What follows belongs to an exercise in optimizing a design on an open flow for small area and a short achievable clock period; a production flow would make more cautious choices.
At most, simulation tests tie the RTL to the original design; equivalence was not proved.
No activity file was given, so power comes from the tool's default toggle rates.

## the previous run
// soc_top
module soc_top #(
    parameter int ITCM_DEPTH    = 64,
    parameter int DTCM_DEPTH    = 64,
    parameter int APB_MEM_DEPTH = 64,
    parameter int DIV_WID       = 4
) (
    input  logic                            hclk,
    input  logic                            hresetn,
    input  logic [DIV_WID-1:0]              div_factor_i,
    input  logic [ahb_pkg::HADDR_WIDTH-1:0] haddr_i,
    input  ahb_pkg::htrans_t                htrans_i,
    input  logic                            hwrite_i,
    input  ahb_pkg::hsize_t                 hsize_i,
    input  logic [ahb_pkg::HDATA_WIDTH-1:0] hwdata_i,
    output logic [ahb_pkg::HDATA_WIDTH-1:0] hrdata_o,
    output logic                            hready_o,
    output ahb_pkg::hresp_t                 hresp_o
);
Size: about 13,000 cells after synthesis, roughly 230,000 um2 of cells after synthesis.
clock: 7.5 ns
lec_check: 0
cap_margin: 20
core_margin: 2
core_utilization: 65
cts_cluster_diameter: 100
cts_cluster_size: 24
place_density: 0.72
setup_slack_margin: 4.3
slew_margin: 20
synth_hierarchical: 1
run.sh (not shown) runs the stock make flow with config.mk's settings and CLKGATE_MAP_FILE= SYNTH_SCRIPT=/design/flow/synth_recipe.tcl, a recipe that flattens the netlist after the stock synthesis.
Per the final summary, the previous run finished and its layout is clean on timing, DRC and antenna.
Here is what was changed in the inputs of the current run compared with the previous run.
- swapping 4.3 for 4.45 in SETUP_SLACK_MARGIN
- swapping 24 for 27 in CTS_CLUSTER_SIZE
==> flow/flow/run.sh (new file) <==
#!/bin/bash
set -euo pipefail
WORK="$(pwd)"
bash standard.sh PRE_DETAIL_PLACE_TCL="$WORK/flow/movef.tcl" finish > "$WORK/flow_make.log" 2>&1
grep -h "^move " "$WORK"/orfs/logs/*/soc_top/base/3_5_place_dp.log > "$WORK/flow_moves.log" || true
==> flow/flow/movef.tcl (new file) <==
# Move the flip-flop (and any inverter/buffer between) that drives each named
# output port next to that port's output buffer, before legalization.
set blk [ord::get_db_block]
proc drv_of {net} {
  foreach it [$net getITerms] { if {[$it isOutputSignal]} { return [$it getInst] } }
  return "NULL"
}
foreach pname {hready_o hresp_o} {
  set bt [$blk findBTerm $pname]
  if {$bt == "NULL"} continue
  set obuf [drv_of [$bt getNet]]
  if {$obuf == "NULL"} continue
  set loc [$obuf getLocation]
  set x [lindex $loc 0]; set y [lindex $loc 1]
  set cur $obuf
  for {set d 0} {$d < 4} {incr d} {
    set in "NULL"
    foreach it [$cur getITerms] { if {[$it isInputSignal] && [[$it getMTerm] getSigType] == "SIGNAL"} { set in [$it getNet]; break } }
    if {$in == "NULL"} break
    set drv [drv_of $in]
    if {$drv == "NULL"} break
    set dx [expr {$x + ($d + 1) * 6000}]
    puts "move [$drv getName] ([[$drv getMaster] getName]) to $dx $y"
    $drv setLocation $dx $y
    if {[string match "*DFF*" [$drv getName]]} break
    set cur $drv
  }
}
==> flow/standard.sh (new file) <==
#!/bin/bash
# synth_recipe.tcl (not shown) runs the flow's synth.tcl, then flattens the netlist and writes it again
# the make line also repeats each setting of config.mk as NAME=value (left out here)
make -C /OpenROAD-flow-scripts/flow DESIGN_CONFIG=/design/flow/config.mk WORK_HOME=/design/flow/orfs CLKGATE_MAP_FILE= SYNTH_SCRIPT=/design/flow/synth_recipe.tcl "${@:-finish}"
removed: flow/run.sh
- For the multi-input logic portion of the cell area, the current run came in 0.28 points higher than the previous run did.
- Per the comparison of the current run with the previous run, via count normalized by instance count closely matched the old numbers; count of clock-buffer cells in the layout fell by about 7%; number of remaining DRC errors did not really move; total routed wirelength now larger.
- Per the comparison of the current run with the previous run, final area shows no meaningful change, final critical delay including setup and external delays shows a reduction of 0.16 ns, combinational group share of total power shows no meaningful change.
- Of the two values seen for classification of the worst setup path, in -> reg was produced by the current run and reg -> out by the previous run.
Function was not checked in any run of this note: the RTL went through the layout flow alone.

========
## west
Another version of the RTL of soc_top (not shown whole).
Size: roughly 11000 cells after synthesis, ~6200 flip-flops, ~110 I/O pins, ~0.22 mm^2 of cells after synthesis.
==> flow/design.v (excerpt) <==
module soc_top #(
    parameter int ITCM_DEPTH    = 64,
    parameter int DTCM_DEPTH    = 64,
    parameter int APB_MEM_DEPTH = 64,
    parameter int DIV_WID       = 4
) (
    input  logic                            hclk,
    input  logic                            hresetn,
    input  logic [DIV_WID-1:0]              div_factor_i,
    input  logic [ahb_pkg::HADDR_WIDTH-1:0] haddr_i,
    input  ahb_pkg::htrans_t                htrans_i,
    input  logic                            hwrite_i,
    input  ahb_pkg::hsize_t                 hsize_i,
    input  logic [ahb_pkg::HDATA_WIDTH-1:0] hwdata_i,
    output logic [ahb_pkg::HDATA_WIDTH-1:0] hrdata_o,
    output logic                            hready_o,
    output ahb_pkg::hresp_t                 hresp_o
);
==> flow/config.mk <==
export PLATFORM = sky130hd
export DESIGN_NAME = soc_top
export DESIGN_NICKNAME = soc_top
export VERILOG_FILES = /design/flow/design.v
export SDC_FILE = /design/flow/constraint.sdc
export NUM_CORES = 8
export LEC_CHECK = 0
export CAP_MARGIN = 20
export CORE_MARGIN = 2
export CORE_UTILIZATION = 30
export SLEW_MARGIN = 20
export SYNTH_HIERARCHICAL = 1
==> flow/constraint.sdc <==
create_clock -name core_clock -period 7.5 [get_ports {hclk}]
set_input_delay 1.5000 -clock core_clock [delete_from_list [all_inputs] [get_ports {hclk}]]
set_output_delay 1.5000 -clock core_clock [all_outputs]
set_load 0.01 [all_outputs]
Stock flow here: none of the scripts above is used.
In summary, west completed successfully, with a layout that passed the timing, DRC and antenna checks.
> inputs changed (west -> north)
Settings: SETUP_SLACK_MARGIN newly set to 4.3.
## What came out
Sort west and north by required arrival time at the worst endpoint desc -> top: west
Between north and west, it is north whose arrival time at the worst endpoint is lower, by 1970 ps.
Re post-CTS setup repair buffer count: north is 183 up on west.
Global-route met2 utilization was higher in north than in west.
On final hold slack, west and north are neck and neck.
north vs west: cell area after layout up in north
No functional check of the RTL was part of any run of this note.

========
== job 8476 ==
soc_top, a different RTL version from the one above (not shown whole).
For scale: roughly 13000 cells after synthesis, about 6200 flip-flops, roughly 110 I/O pins, ~230000 sq um of cells after synthesis.
// soc_top
module soc_top #(
    parameter int ITCM_DEPTH    = 64,
    parameter int DTCM_DEPTH    = 64,
    parameter int APB_MEM_DEPTH = 64,
    parameter int DIV_WID       = 4
) (
    input  logic                            hclk,
    input  logic                            hresetn,
    input  logic [DIV_WID-1:0]              div_factor_i,
    input  logic [ahb_pkg::HADDR_WIDTH-1:0] haddr_i,
    input  ahb_pkg::htrans_t                htrans_i,
    input  logic                            hwrite_i,
    input  ahb_pkg::hsize_t                 hsize_i,
    input  logic [ahb_pkg::HDATA_WIDTH-1:0] hwdata_i,
    output logic [ahb_pkg::HDATA_WIDTH-1:0] hrdata_o,
    output logic                            hready_o,
    output ahb_pkg::hresp_t                 hresp_o
);
    localparam int DEPTH = 64;
    localparam int AW    = 6;
    localparam int NB    = 4;
    logic       trans;
    logic       rg_itcm, rg_dtcm, rg_apb, rg_none;
    logic [3:0] strb_ap;
    assign trans   = htrans_i[1];
    assign rg_itcm = (haddr_i[31:28] == ahb_pkg::REGION_ITCM);
    assign rg_dtcm = (haddr_i[31:28] == ahb_pkg::REGION_DTCM);
    assign rg_apb  = (haddr_i[31:28] == ahb_pkg::REGION_APB);
    assign rg_none = !(rg_itcm || rg_dtcm || rg_apb);
    assign strb_ap = ahb_pkg::byte_strb(hsize_i, haddr_i[1:0]);
    logic                rdy_q;     
    logic                nrdy_q;    
    logic                resp_q;    
    logic                err1_q;    
    apb_pkg::apb_state_t st_q;      
    logic [DIV_WID-1:0]  cnt_q;     
    logic                wr_i_q;    
    logic                wr_d_q;    
    logic                npclk_q;   
    logic                acc_q;     
    logic                apb_we_q;  
    logic                pclken;
    logic                unmapped;
    logic                start;
    apb_pkg::apb_state_t st_n;
    logic [DIV_WID-1:0]  cnt_n;
    logic                err1_n;
    logic                a_write;
  ...
clock: 7.5 ns
lec_check: 0
cap_margin: 20
core_margin: 2
core_utilization: 72
cts_cluster_diameter: 100
cts_cluster_size: 27
place_density: 0.78
setup_slack_margin: 4.3
slew_margin: 20
synth_hierarchical: 1
What job 1931 does differently from job 8476 at the input level:
Settings: changing CORE_UTILIZATION from 72 to 65; changing CTS_CLUSTER_SIZE from 27 to 24; changing PLACE_DENSITY from 0.78 to 0.72.
### Flow results
Job 1931 finished every step from synthesis to the final layout, and the layout passed the timing, DRC and antenna checks.
Job 1931 vs job 8476 — design area rose 0.41%.
rdata_q[9] as the last element of the critical path was reported by job 1931, and dtcm_q[1671] by job 8476.
[job 1931 vs job 8476] worst setup slack: higher in job 1931
Diff job 8476 -> job 1931: cell internal power dissipation increased 1.5%; total power after layout rose by about 1.4%; required time reported for the critical path endpoint picked up an extra 0.25 ns.
## Diff of input files: job 2502 against job 1931
Settings: SETUP_SLACK_MARGIN now 4.45, was 4.3; CTS_CLUSTER_SIZE now 27, was 24; PLACE_DENSITY now 0.78, was 0.72; CORE_UTILIZATION now 72, was 65.
==> flow/flow/run.sh (new file) <==
#!/bin/bash
set -euo pipefail
WORK="$(pwd)"
bash standard.sh PRE_DETAIL_PLACE_TCL="$WORK/flow/movef.tcl" finish > "$WORK/flow_make.log" 2>&1
grep -h "^move " "$WORK"/orfs/logs/*/soc_top/base/3_5_place_dp.log > "$WORK/flow_moves.log" || true
==> flow/flow/movef.tcl (new file) <==
# Move the flip-flop (and any inverter/buffer between) that drives each named
# output port next to that port's output buffer, before legalization.
set blk [ord::get_db_block]
proc drv_of {net} {
  foreach it [$net getITerms] { if {[$it isOutputSignal]} { return [$it getInst] } }
  return "NULL"
}
foreach pname {hready_o hresp_o} {
  set bt [$blk findBTerm $pname]
  if {$bt == "NULL"} continue
  set obuf [drv_of [$bt getNet]]
  if {$obuf == "NULL"} continue
  set loc [$obuf getLocation]
  set x [lindex $loc 0]; set y [lindex $loc 1]
  set cur $obuf
  for {set d 0} {$d < 4} {incr d} {
    set in "NULL"
    foreach it [$cur getITerms] { if {[$it isInputSignal] && [[$it getMTerm] getSigType] == "SIGNAL"} { set in [$it getNet]; break } }
    if {$in == "NULL"} break
    set drv [drv_of $in]
    if {$drv == "NULL"} break
    set dx [expr {$x + ($d + 1) * 6000}]
    puts "move [$drv getName] ([[$drv getMaster] getName]) to $dx $y"
    $drv setLocation $dx $y
    if {[string match "*DFF*" [$drv getName]]} break
    set cur $drv
  }
}
==> flow/standard.sh (new file) <==
#!/bin/bash
# synth_recipe.tcl (not shown) runs the flow's synth.tcl, then flattens the netlist and writes it again
# the make line also repeats each setting of config.mk as NAME=value (left out here)
make -C /OpenROAD-flow-scripts/flow DESIGN_CONFIG=/design/flow/config.mk WORK_HOME=/design/flow/orfs CLKGATE_MAP_FILE= SYNTH_SCRIPT=/design/flow/synth_recipe.tcl "${@:-finish}"
removed: flow/run.sh
==> results.txt <==
- Job 2502 does worse than job 1931 on routed wire length.
- Diff job 1931 -> job 2502 | total internal power | decrease of 1.6%
- For final area, job 1931 and job 2502 come out practically identical.
- Combinational power share (job 2502 over job 1931): increase, 0.2 points
- Power ended up 830 uW lower on job 2502 than on job 1931.
- The worst setup margin of job 2502 was superior to that of job 1931.
- When the final numbers for job 1931 and job 2502 were put side by side, the highest fanout seen on the critical path turned out to be smaller in job 2502.
- On job 2502: first-iteration DRC count is about 15% higher than what job 1931 gave.

========
soc_top again, from the RTL that the note above started with.
Settings: LEC_CHECK=0, CAP_MARGIN=20, CORE_MARGIN=2, CORE_UTILIZATION=65, CTS_CLUSTER_DIAMETER=100, CTS_CLUSTER_SIZE=27, PLACE_DENSITY=0.72, SETUP_SLACK_MARGIN=4.6, SLEW_MARGIN=20, SYNTH_HIERARCHICAL=1; clock period 7.5 ns.
standard.sh (not shown) runs the stock make flow with config.mk's settings and CLKGATE_MAP_FILE= SYNTH_SCRIPT=/design/flow/synth_recipe.tcl, a recipe that flattens the netlist after the stock synthesis.
==> flow/flow/run.sh <==
#!/bin/bash
set -euo pipefail
WORK="$(pwd)"
bash standard.sh PRE_DETAIL_PLACE_TCL="$WORK/flow/movef.tcl" finish > "$WORK/flow_make.log" 2>&1
grep -h "^move " "$WORK"/orfs/logs/*/soc_top/base/3_5_place_dp.log > "$WORK/flow_moves.log" || true
==> flow/flow/movef.tcl <==
# Move the flip-flop (and any inverter/buffer between) that drives each named
# output port next to that port's output buffer, before legalization.
set blk [ord::get_db_block]
proc drv_of {net} {
  foreach it [$net getITerms] { if {[$it isOutputSignal]} { return [$it getInst] } }
  return "NULL"
}
foreach pname {hready_o hresp_o} {
  set bt [$blk findBTerm $pname]
  if {$bt == "NULL"} continue
  set obuf [drv_of [$bt getNet]]
  if {$obuf == "NULL"} continue
  set loc [$obuf getLocation]
  set x [lindex $loc 0]; set y [lindex $loc 1]
  set cur $obuf
  for {set d 0} {$d < 4} {incr d} {
    set in "NULL"
    foreach it [$cur getITerms] { if {[$it isInputSignal] && [[$it getMTerm] getSigType] == "SIGNAL"} { set in [$it getNet]; break } }
    if {$in == "NULL"} break
    set drv [drv_of $in]
    if {$drv == "NULL"} break
    set dx [expr {$x + ($d + 1) * 6000}]
    puts "move [$drv getName] ([[$drv getMaster] getName]) to $dx $y"
    $drv setLocation $dx $y
    if {[string match "*DFF*" [$drv getName]]} break
    set cur $drv
  }
}
The starting point went through all stages and came out clean.
Rerun with:
--- a/flow/config.mk
+++ b/flow/config.mk
@@ -14 +14 @@
-export SETUP_SLACK_MARGIN = 4.6
+export SETUP_SLACK_MARGIN = 4.45
After rerunning:
- routed wire length is lower by a few percent
- worst setup slack gets better by 0.049 ns
- count of clock-buffer cells in the layout does not change
- worst hold slack is about the same
- cell count is lower slightly
- via count is lower slightly

separate check: timing with driven ports:
The flow's constraints put no driver on any port. The routed layouts listed below were extracted and timed again, unchanged, in two steps.
Step 1 sets driving cells, clkbuf_16 on the clock port and buf_2 on the other inputs (assumed; they add their load-dependent delay and slew).
Step 2 also shifts input and output timing later by t, the mid clock arrival at the registers, as if the neighbouring blocks saw the same clock.
Slacks: no drivers / after step 1 / after step 2; pairs: no drivers / after step 1.
| run | shift t [ns] | setup slack, ns | slew at the worst register clock pin (ns) | worst data-port slew with drivers (ns) | pins driven straight from the clock port |
|---|---|---|---|---|---|
| the previous run | 1.082 | 4.156 / 4.036 / 3.098 | 0.10 / 0.10 | 0.21 | 1 |
| the current run | 1.049 | 4.320 / 4.221 / 3.172 | 0.11 / 0.11 | 0.35 | 1 |
| west | 1.208 | 1.426 / 1.528 / 0.321 | 0.07 / 0.07 | 0.35 | 1 |
| north | 1.210 | 3.344 / 3.151 / 1.941 | 0.07 / 0.07 | 0.47 | 1 |
| job 8476 | 1.044 | 4.106 / 4.106 / 3.170 | 0.11 / 0.11 | 0.12 | 1 |
| job 1931 | 1.070 | 4.195 / 4.048 / 2.978 | 0.10 / 0.10 | 0.37 | 1 |
| job 2502 | 1.054 | 4.286 / 4.186 / 3.185 | 0.12 / 0.12 | 0.33 | 1 |
| the first run of note 4 | 1.060 | 4.306 / 4.143 / 3.083 | 0.11 / 0.11 | 0.43 | 1 |
| the second run of note 4 | 1.065 | 4.355 / 4.175 / 3.110 | 0.11 / 0.11 | 0.42 | 1 |
After both steps setup and hold are still met in every run listed. The setup slack of north, which loses most, moves by -0.193 ns with the drivers and by -1.403 ns with both steps.
